Background: an optimization exercise with open tools, aiming at small area and a short achievable clock period. Do not read the settings as production practice. Function was checked by simulation only, so behaviour that the tests miss may differ from the original. Power and IR drop assume default switching activity.

[design/flow/run.sh]
#!/bin/bash
# synth_recipe.tcl (not shown) runs the flow's synth.tcl, then flattens the netlist and writes it again
# the make line also repeats each setting of config.mk as NAME=value (left out here)
make -C /OpenROAD-flow-scripts/flow DESIGN_CONFIG=/design/flow/config.mk WORK_HOME=/design/flow/orfs CLKGATE_MAP_FILE= SYNTH_SCRIPT=/design/flow/synth_recipe.tcl finish
[design/flow/design.v]
package usb_fifo_pkg;
  function automatic integer ptr_w(input integer depth);
    ptr_w = $clog2(depth) + 1;
  endfunction
  function automatic integer last_bit(input integer data_w);
    last_bit = data_w;
  endfunction
endpackage
module sdp_ram #(
  parameter int WIDTH = 9,
  parameter int DEPTH = 256
) (
  input  logic                     clk,
  input  logic                     rst,
  input  logic                     we,
  input  logic [$clog2(DEPTH)-1:0] waddr,
  input  logic [WIDTH-1:0]         wdata,
  input  logic                     re,
  input  logic [$clog2(DEPTH)-1:0] raddr,
  output logic [WIDTH-1:0]         rdata
);
  (* ram_style = "block" *) logic [WIDTH-1:0] mem [DEPTH];
  always_ff @(posedge clk) begin
    if (we) begin
      mem[waddr] <= wdata;
    end
  end
  always_ff @(posedge clk) begin
    if (rst) begin
      rdata <= '0;
    end else if (re) begin
      rdata <= mem[raddr];
    end
  end
endmodule
module usb_pkt_fifo #(
  parameter int DATA_W    = 8,
  parameter int DEPTH     = 256,
  parameter int AFULL_LVL = DEPTH - 8,
  parameter int PKT_W     = 8
) (
  input  logic                     clk,
  input  logic                     rst,
  input  logic                     wr_valid,
  input  logic [DATA_W-1:0]        wr_data,
  input  logic                     wr_last,
  input  logic                     wr_discard,
  output logic                     wr_ready,
  output logic                     wr_afull,
  output logic                     wr_overflow,
  output logic                     rd_valid,
  output logic [DATA_W-1:0]        rd_data,
  output logic                     rd_last,
  input  logic                     rd_ready,
  output logic [$clog2(DEPTH):0]   level,
  output logic [PKT_W-1:0]         pkt_count
);
  localparam int PW = usb_fifo_pkg::ptr_w(DEPTH);
  localparam int AW = PW - 1;
  localparam int EW = ((DATA_W) + 1);
  localparam int LB = usb_fifo_pkg::last_bit(DATA_W);
  localparam logic [PW-1:0]    AFULL_V = PW'(AFULL_LVL);
  localparam logic [PKT_W-1:0] PKT_MAX = '1;
  logic [PW-1:0] wr_ptr;
  logic [PW-1:0] commit_ptr;
  logic [PW-1:0] rd_ptr;
  logic [PW-1:0] head_ptr;
  logic          drop;
  logic          full;
  logic          rewind;
  logic          accept;
  logic          commit;
  logic          rd_fire;
  logic          load;
  logic [EW-1:0] ram_q;
  assign head_ptr = rd_ptr - PW'(rd_valid);
  assign full     = (wr_ptr[PW-1] != head_ptr[PW-1]) &&
                    (wr_ptr[AW-1:0] == head_ptr[AW-1:0]);
  assign level    = wr_ptr - head_ptr;
  assign wr_ready = !full && !rst;
  assign wr_afull = level >= AFULL_V;
  assign rewind  = wr_discard || (drop && wr_valid && wr_last);
  assign accept  = wr_valid && wr_ready && !drop && !wr_discard;
  assign commit  = accept && wr_last;
  assign rd_fire = rd_valid && rd_ready;
  assign load    = (rd_ptr != commit_ptr) && (!rd_valid || rd_ready);
  assign rd_data = ram_q[DATA_W-1:0];
  assign rd_last = ram_q[LB];
  sdp_ram #(
    .WIDTH (EW),
    .DEPTH (DEPTH)
  ) u_ram (
    .clk   (clk),
    .rst   (rst),
    .we    (accept),
    .waddr (wr_ptr[AW-1:0]),
    .wdata ({wr_last, wr_data}),
    .re    (load),
    .raddr (rd_ptr[AW-1:0]),
    .rdata (ram_q)
  );
  always_ff @(posedge clk) begin
    if (rst) begin
      wr_ptr      <= '0;
      commit_ptr  <= '0;
      rd_ptr      <= '0;
      drop        <= 1'b0;
      rd_valid    <= 1'b0;
      wr_overflow <= 1'b0;
      pkt_count   <= '0;
    end else begin
      wr_overflow <= wr_valid && !wr_ready;
      if (rewind) begin
        wr_ptr <= commit_ptr;
        drop   <= 1'b0;
      end else begin
        if (wr_valid && !wr_ready) begin
          drop <= 1'b1;
        end
        if (accept) begin
          wr_ptr <= wr_ptr + PW'(1);
        end
        if (commit) begin
          commit_ptr <= wr_ptr + PW'(1);
        end
      end
      if (load) begin
        rd_ptr   <= rd_ptr + PW'(1);
        rd_valid <= 1'b1;
      end else if (rd_fire) begin
        rd_valid <= 1'b0;
      end
      case ({commit, rd_fire && rd_last})
        2'b10: if (pkt_count != PKT_MAX) pkt_count <= pkt_count + PKT_W'(1);
        2'b01: if (pkt_count != '0) pkt_count <= pkt_count - PKT_W'(1);
        default: ;
      endcase
    end
  end
endmodule
[design/flow/config.mk]
export PLATFORM = sky130hd
export DESIGN_NAME = usb_pkt_fifo
export DESIGN_NICKNAME = usb_pkt_fifo
export VERILOG_FILES = /design/flow/design.v
export SDC_FILE = /design/flow/constraint.sdc
export NUM_CORES = 4
export LEC_CHECK = 0
export CAP_MARGIN = 20
export CORE_MARGIN = 2
export CORE_UTILIZATION = 50
export SLEW_MARGIN = 20
[design/flow/constraint.sdc]
create_clock -name core_clock -period 5.0 [get_ports {clk}]
set_input_delay 1.0000 -clock core_clock [delete_from_list [all_inputs] [get_ports {clk}]]
set_output_delay 1.0000 -clock core_clock [all_outputs]
set_load 0.01 [all_outputs]
==> summary.txt <==
Synth
  • Synth warn: 2
  • Cell count after synthesis: 4420
  • Register area share after synthesis: 0.764
  • Net count after synthesis: 4451
  • Synthesized area: around 0.092 mm2
  • Synth unique cells: roughly 70
  • Post-synth EDFFs: 2304
  • Flops & latches, synth: 2351
  • Syn avg cell area: 20.8 um2
  • Asr flop ratio synth: 0
  • Top FF cell, synth: edfxtp_1

Detailed routing
  • Wire per inst: 34.9 um
  • Drt initial violations: roughly 6600
  • TritonRoute pass-1 iters: 6
  • Via count: around 48000
  • Drt total wl: about 260000 um
  • Routed Antenna Nets: 0
  • DR vias/cell: roughly 6.4
  • DRC: 0

Die
  • Die Wd: 432 um
  • Row cnt: 157
  • DIE HEIGHT: approximately 430 um
  • Num ports: 44
  • Die area: 0.187 mm2
  • Core area: about 0.18 mm2
  • Starting Density: 0.502

Global routing
  • Global-route wire length before repair: between 300000 and 400000 um
  • Vias in the first global route: 46500
  • Overflow after GRT: 0
  • Antenna violations before repair: 13
  • Largest net degree at the start of global routing: about 130
  • Gr usage total: 0.279

Layout
  • Area grow syn2layout: 14.3%
  • Share of cells above drive strength 1: 0.275
  • Nets: 4884
  • Final core occ: 0.574

Min path
  • Hold_sp: commit_ptr[8]$_SDFFE_PP0P_
  • Worst hold path class: reg -> reg
  • WHS Endpoint: commit_ptr[8]$_SDFFE_PP0P_
  • Hold Path Depth: 2

Critical path
  • Worst EP arrival: 3860 ps
  • Setup CP Type: reg -> out
  • Worst r2r src: rd_ptr[0]$_SDFFE_PP0P_
  • CP Data Required Time: 4000 ps
  • Startpoint class of the critical path: register
  • RR Endpoint: u_ram.mem[49][7]$_DFFE_PP_
  • Reg-to-reg slack, setup: between 200 and 300 ps
  • CP endpoint kind: primary output
  • CP Max Fanout: 5
  • R2R depth: 15

STA
  • Setup violations, final: 0
  • Final Max Slew Viols: 0
  • Unrepaired setup endpoints after global routing: false
  • Max Fclk: 206 MHz
  • Relative slew slack: 0.191
  • Clock Skew: roughly 47 ps
  • Fin crit share: 0.972
  • Setup_tns: 0 ps
  • Least-Margin Pin Slew: roughly 1200 ps
  • Final hold vios: 0
  • Hold_ws: 484 ps
  • Fin crit period: 4860 ps

Pwr
  • Cell Pwr Density: ~440 mW/mm2
  • P_leak: 0.0327 uW
  • Overall Power: 46500 uW
  • Max IR drop VDD: around 350 uV

CTS
  • Clock Tree Buf Depth: 3
  • Clock latency (worst-skew pair): 890 ps
  • Post-CTS setup repair buffer count: 0
  • H-Tree Depth: 4
  • Worst-path clk slew: roughly 60 ps
  • Sink Count: 2351
  • CTS tree: built
  • TritonCTS Buffers: 231
  • Root Buffer Master: clkbuf_16

Placement
  • Placer Congestion: 0.901
  • # port buffers: 43
  • DP HPWL: 159000 um

Run status
  • Outcome: timing/DRC/antenna clean

Run
  • Max Cap Viol: 0
[cell type report]
type	instances	area, um2
clock buffers	288	6100
inverters	14	57.6
clock inverters	133	1120
fillers	13500	77800
diodes	8	20.0
well taps	2385	2980
repair buffers	463	3960
multi-input cells	1792	20500
flip-flops and latches	2351	70100
[kinds of logic (layout without fill, tap and decap cells)]
family,Yosys count,in the layout,share of synthesized area
multiplexers,706,706,0.156
flip-flops,2351,2351,0.764
other,0,8,0
buffers and inverters,277,898,0.0132
adder cells (fa/ha/maj),17,17,0.00240
XOR/XNOR,47,47,0.00449
AND/OR/NAND/NOR,655,655,0.0318
AO/OA/AOI/OAI,367,367,0.0280
[critical path: stages, from the launching register on]
cell             delay, ps
dfxtp_4                360
nor2_2                 440
nand3_1                160
xor2_1                 180
ha_1                   370
or2_2                  320
a21oi_1                160
a21oi_1                 70
xor2_1                 310
clkdlybuf4s50_1        600
[sequential cells by signal (all words and copies together) (netlist names)]
register,count
drop,1
wr_ptr,9
rd_ptr,9
u_ram.mem,2304
pkt_count,8
wr_overflow,1
commit_ptr,9
rd_valid,1
u_ram.rdata,9
[where the power goes]
part / switching, uW / internal [uW] / total (uW) / leakage (uW)
registers: 109 / 21700 / 21800 / 0.0211
logic: 4470 / 3570 / 8040 / 0.00805
clock network: 7370 / 9340 / 16700 / 0.00352
total: 11900 / 34600 / 46500 / 0.0327
[metrics by stage]
step / cells / worst slack (ps) / area (um2)
3_5_place_dp: 7005 / 416 / 97700
5_1_grt: 7427 / 6.32 / 105000
3_3_place_gp: 7005 / 438 / 97700
4_1_cts: 7426 / 15.6 / 105000
2_1_floorplan: 4420 / 63.1 / 91800
6_report: 7434 / 142 / 105000
[worst max path at each step]
| stage | to | slack (ps) | cells past startpoint | from |
|---|---|---|---|---|
| after detailed placement | u_ram.mem[49][8]$_DFFE_PP_ | 420 | 15 | rd_ptr[0]$_SDFFE_PP0P_ |
| after global placement | u_ram.mem[49][0]$_DFFE_PP_ | 440 | 15 | rd_ptr[0]$_SDFFE_PP0P_ |
| after CTS | level[8] | 20 | 13 | rd_ptr[0]$_SDFFE_PP0P_ |
| after global routing | level[6] | 6 | 13 | rd_ptr[0]$_SDFFE_PP0P_ |
| final | level[7] | 140 | 9 | rd_ptr[1]$_SDFFE_PP0P_ |
| after floorplan | pkt_count[6]$_SDFFE_PP0P_ | 60 | 21 | rd_ptr[0]$_SDFFE_PP0P_ |
[layer usage]
layer  routed length, um  vias to the layer above  GRT usage
li1                    -                    19200          -
met1              105000                    25400      0.403
met2              119000                     2598      0.417
met3               26000                      423     0.0666
met4                9740                        6     0.0997
met5                  44                        -          0
[cell usage in the layout, fill, tap and decap left out, types with 14 or more instances in the layout]
cell and count:
clkbuf_1 51, a21oi_1 72, a211oi_1 37, clkinv_2 39, clkbuf_16 235, nor3_1 36
edfxtp_1 2304, nor2b_1 34, dfxtp_1 40, mux4_2 577, xnor2_1 23, nand2_1 95
xor2_1 24, a22oi_1 92, nor2_1 339, clkinv_1 58, mux2_2 23, o21ai_0 39
nand3_1 38, a221oi_1 14, and2_1 17, nand4_1 16, buf_12 28, bufinv_16 14
clkdlybuf4s50_1 31, buf_4 392, mux2i_1 105, ha_1 15
[cells in the mapped netlist, drive strengths merged (36+ instances only)]
cell type | count | area share
nor2b | 36 | 0.0025
edfxtp | 2304 | 0.75
mux4 | 577 | 0.14
mux2i | 105 | 0.011
buf | 134 | 0.0073
a21oi | 74 | 0.0041
nand3 | 41 | 0.0022
nor3 | 36 | 0.0020
a211oi | 37 | 0.0030
clkbuf | 129 | 0.0053
nor2 | 341 | 0.014
nand2 | 105 | 0.0043
a22oi | 92 | 0.0075
dfxtp | 47 | 0.010
o21ai | 42 | 0.0023
[repair_timing]
item / CTS / global route
resized for setup: 4 / 5
setup endpoints to repair: 4 / 5
hold buffers: 0 / 0
pin swaps: 1 / 2

-- separate check: timing with driven ports --
In the flow no input, the clock included, has a driving cell. The finished layout below was timed again as built, in two steps.
Step 1: set_driving_cell puts a clkbuf_16 on clk and a buf_2 on each other input, an assumption about the parent block.
Step 2 adds t to the input delays and takes it off the output delays; t is the mean of the earliest and latest rising clock arrival at the registers after step 1. Input paths then give back, and output paths get back, about the clock's delay inside the block.
Slacks: ideal / step 1 / step 2; pairs: ideal / step 1.
t (ns): 0.946
slack for setup (ns): 0.142 / 0.058 / 0.263
slew at the worst register clock pin (ns): 0.07 / 0.07
worst slew at a driven data input, ns: 0.06
After both steps this run still meets setup and hold. For this run, drivers alone change the setup slack by -0.084 ns; drivers and shift together by +0.121 ns.
